Background: an optimization exercise with open tools, aiming at small area and a short achievable clock period. Do not read the settings as production practice. In this exercise RTL edits were held to simulation tests only and were not proved equivalent to the original.

== build 79 ==
==> flow/design.v <==
module coef_grad_bank #(
  parameter int NC    = 99,
  parameter int N     = 16,
  parameter int G     = 4,
  parameter int LR_SH = 3
) (
  input  logic            clk,
  input  logic            rst,
  input  logic [NC-1:0]   bp_we,
  input  logic            dtb,
  input  logic [NC*N-1:0] grad_in,
  output logic [N-1:0]    bus_out,
  output logic            bus_en,
  output logic [15:0]     samples,
  output logic            save_done,
  output logic            onehot_err
);
  localparam int A = N + G;
  localparam logic [A-1:0] CBM = A'((1 << 5) | (1 << 10) | (1 << 15));
  logic any_we, many_we, one_hot;
  always_comb begin
    logic [127:0] an, mn;
    an = '0; mn = '0;
    an[NC-1:0] = bp_we;
    for (int w = 64; w >= 1; w = w / 2) begin
      for (int i = 0; i < w; i++) begin
        mn[i] = mn[2*i] | mn[2*i+1] | (an[2*i] & an[2*i+1]);
        an[i] = an[2*i] | an[2*i+1];
      end
    end
    any_we  = an[0];
    many_we = mn[0];
  end
  assign one_hot = any_we & ~many_we;
  logic [A-1:0] sq [NC];    
  logic [A-1:0] cq [NC];    
  logic [NC-1:0] vq;        
  for (genvar k = 0; k < NC; k++) begin : g_acc
    logic [A-1:0] s_q, c_q;
    logic         v_q;
    logic [A-1:0] a, b, c, sum, cy;
    assign a = s_q & {A{v_q}};
    assign b = {{G{grad_in[k*N+N-1]}}, grad_in[k*N +: N]} & {A{bp_we[k] & ~dtb}};
    always_comb begin
      for (int i = 0; i < A; i++) begin
        if (i == 0)      c[i] = 1'b0;
        else if (CBM[i]) c[i] = c_q[i] & v_q;
        else             c[i] = cy[i-1];
        sum[i] = a[i] ^ b[i] ^ c[i];
        cy[i]  = (a[i] & b[i]) | (a[i] & c[i]) | (b[i] & c[i]);
      end
    end
    always_ff @(posedge clk) begin
      s_q <= sum;
      for (int i = 1; i < A; i++)
        if (CBM[i]) c_q[i] <= cy[i-1];
    end
    always_ff @(posedge clk or negedge rst) begin
      if (!rst) v_q <= 1'b0;
      else      v_q <= ~(dtb & bp_we[k] & one_hot);
    end
    assign sq[k] = s_q;
    assign cq[k] = c_q & CBM;
    assign vq[k] = v_q;
  end
  logic [A-1:0] rs, rc;
  logic         rv;
  always_comb begin
    rs = '0;
    rc = '0;
    for (int k = 0; k < NC; k++) begin
      rs = rs | (sq[k] & {A{bp_we[k]}});
      rc = rc | (cq[k] & {A{bp_we[k]}});
    end
  end
  assign rv = |(vq & bp_we);
  logic [A-1:0] val;
  logic [N-1:0] rd_val;
  assign val = rs + (rc & CBM);
  always_comb begin
    if (val[A-1] == val[A-2])
      rd_val = val[A-2:LR_SH];
    else if (val[A-1])
      rd_val = {1'b1, {(N-1){1'b0}}};
    else
      rd_val = {1'b0, {(N-1){1'b1}}};
  end
  always_ff @(posedge clk or negedge rst) begin
    if (!rst) begin
      bus_out    <= '0;
      bus_en     <= 1'b0;
      samples    <= '0;
      save_done  <= 1'b0;
      onehot_err <= 1'b0;
    end else begin
      bus_en    <= dtb & one_hot;
      save_done <= dtb & one_hot & bp_we[NC-1];
      if (!dtb) begin
        if (any_we && samples != 16'hFFFF)
          samples <= samples + 16'd1;
      end else if (any_we) begin
        bus_out <= (rv & ~many_we) ? rd_val : '0;
        if (many_we)
          onehot_err <= 1'b1;
        else if (bp_we[NC-1])
          samples <= '0;
      end
    end
  end
endmodule
Settings: LEC_CHECK=0, CAP_MARGIN=20, CELL_PAD_IN_SITES_DETAIL_PLACEMENT=1, CELL_PAD_IN_SITES_GLOBAL_PLACEMENT=1, CORE_MARGIN=2, CORE_UTILIZATION=40, CTS_CLUSTER_DIAMETER=80, CTS_CLUSTER_SIZE=24, PLACE_DENSITY=0.55, SETUP_SLACK_MARGIN=5.0, SLEW_MARGIN=35; clock period 10.5 ns.
standard.sh (not shown) runs the stock make flow with config.mk's settings and CLKGATE_MAP_FILE= SYNTH_SCRIPT=/design/flow/synth_recipe.tcl, a recipe that flattens the netlist after the stock synthesis.
==> flow/flow/run.sh <==
#!/bin/bash
export PRE_GLOBAL_PLACE_TCL=$PWD/flow/pre_global_place.tcl
bash standard.sh > standard_flow.log 2>&1
st=$?
tail -40 standard_flow.log
exit $st
==> flow/flow/pre_global_place.tcl <==
# Make the buffer_ports call in global_place.tcl use the smallest buffer.
if { [info procs my_orig_buffer_ports] eq "" } {
  rename buffer_ports my_orig_buffer_ports
  proc buffer_ports { args } {
    my_orig_buffer_ports -buffer_cell sky130_fd_sc_hd__buf_1 {*}$args
  }
}
In build 79 the implementation ran to completion but is not tape-out ready, as the final checks report max-capacitance violations, max-slew violations.
For build 62, these inputs were changed with respect to build 79:
Settings: clearing SETUP_SLACK_MARGIN, which used to be 5.0; swapping 0.55 for 0.65 in PLACE_DENSITY; swapping 40 for 55 in CORE_UTILIZATION.
--- a/flow/flow/run.sh
+++ b/flow/flow/run.sh
@@ -1,3 +1,4 @@
 #!/bin/bash
+set -o pipefail
 export PRE_GLOBAL_PLACE_TCL=$PWD/flow/pre_global_place.tcl
 bash standard.sh > standard_flow.log 2>&1
==> flow/flow/pre_global_place.tcl <==
# Buffer every input and output port here with the smallest buffer, then tell
# global_place.tcl not to buffer them again.
if { !$::env(DONT_BUFFER_PORTS) } {
  buffer_ports -buffer_cell sky130_fd_sc_hd__buf_1
  set ::env(DONT_BUFFER_PORTS) 1
}
Results
Build 62 is listed as incomplete: the tool reported an error in global routing and the run ended there.
Build 62 against build 79; placement row count is down by more than 10%.
Placed cell area, build 79 and build 62: higher on build 79
Build 62 vs build 79 on count of buffers from port buffering: build 62 is the lower one.
Between build 79 and build 62, the flow reports half-perimeter wire length after placement decreasing by more than 10%.
Build 62 vs build 79: floorplan die height down by more than 10%
| number of placed instances, taps included | build 62 vs build 79 | 3184 lower |
Taking build 79 over build 62, the routability congestion estimate from global placement ratio works out to 0.915.
Between build 79 and build 62, the number of buffers created by CTS is higher for build 79.
Compared to build 79, build 62 has starting utilization of the core area 15 points higher.
Number of buffers inserted to repair setup after CTS ended up 16 lower on build 62 than on build 79.
The inputs of build 5 differ from those of build 62 as listed below.
Settings: swapping 55 for 40 in CORE_UTILIZATION; swapping 0.65 for 0.55 in PLACE_DENSITY.
==> flow/flow/run.sh <==
#!/bin/bash
export PRE_GLOBAL_PLACE_TCL=$PWD/flow/pre_global_place.tcl
bash standard.sh > standard_flow.log 2>&1
st=$?
tail -40 standard_flow.log
exit $st
==> flow/flow/pre_global_place.tcl <==
# Make the buffer_ports call in global_place.tcl use the smallest buffer.
if { [info procs my_orig_buffer_ports] eq "" } {
  rename buffer_ports my_orig_buffer_ports
  proc buffer_ports { args } {
    my_orig_buffer_ports -buffer_cell sky130_fd_sc_hd__buf_1 {*}$args
  }
}
==> comparison <==
Build 5 ran in full, but the layout does not pass; the checks complain about max-slew violations. Status: number of different library cells in the post-synthesis netlist parity (build 62, build 5). Count of port buffers added during placement: build 62 and build 5 compared, higher one is build 5. Against build 62, build 5 reports a worst-case clock buffer depth that is higher. Between build 62 and build 5, the placed instance area is lower for build 62. From build 5 to build 62, synthesized-area fraction occupied by and/or/nand/nor cells did not move at all. Number of CTS-inserted buffers (build 62 / build 5): 0.925.

## what the ideal ports hide
The flow's constraints put no driver on any port. The routed layouts listed below were extracted and timed again, unchanged, in two steps. Step 1 assumes that a clkbuf_16 drives the clock port and a buf_2 every other input. Step 2 moves the port delays by t, midway between the first and last clock arrival at a register: inputs arrive t later, outputs are due t later. That takes back most of the time a late clock gives input paths. a / b / c = no drivers / after step 1 / after step 2; a / b = the first two.
run | t (ns) | setup WS [ns] | worst hold slack (ns) | slew at the worst register clock pin (ns) | pins driven straight from the clock port
build 79 | 1.075 | 4.646 / 4.745 / 3.671 | 0.547 / 0.547 / 0.547 | 0.11 / 0.11 | 1
build 5 | 1.066 | 3.143 / 3.254 / 2.188 | 0.545 / 0.545 / 0.545 | 0.11 / 0.11 | 1
The setup slack of build 79, which loses most, moves by +0.099 ns with the drivers and by -0.975 ns with both steps.
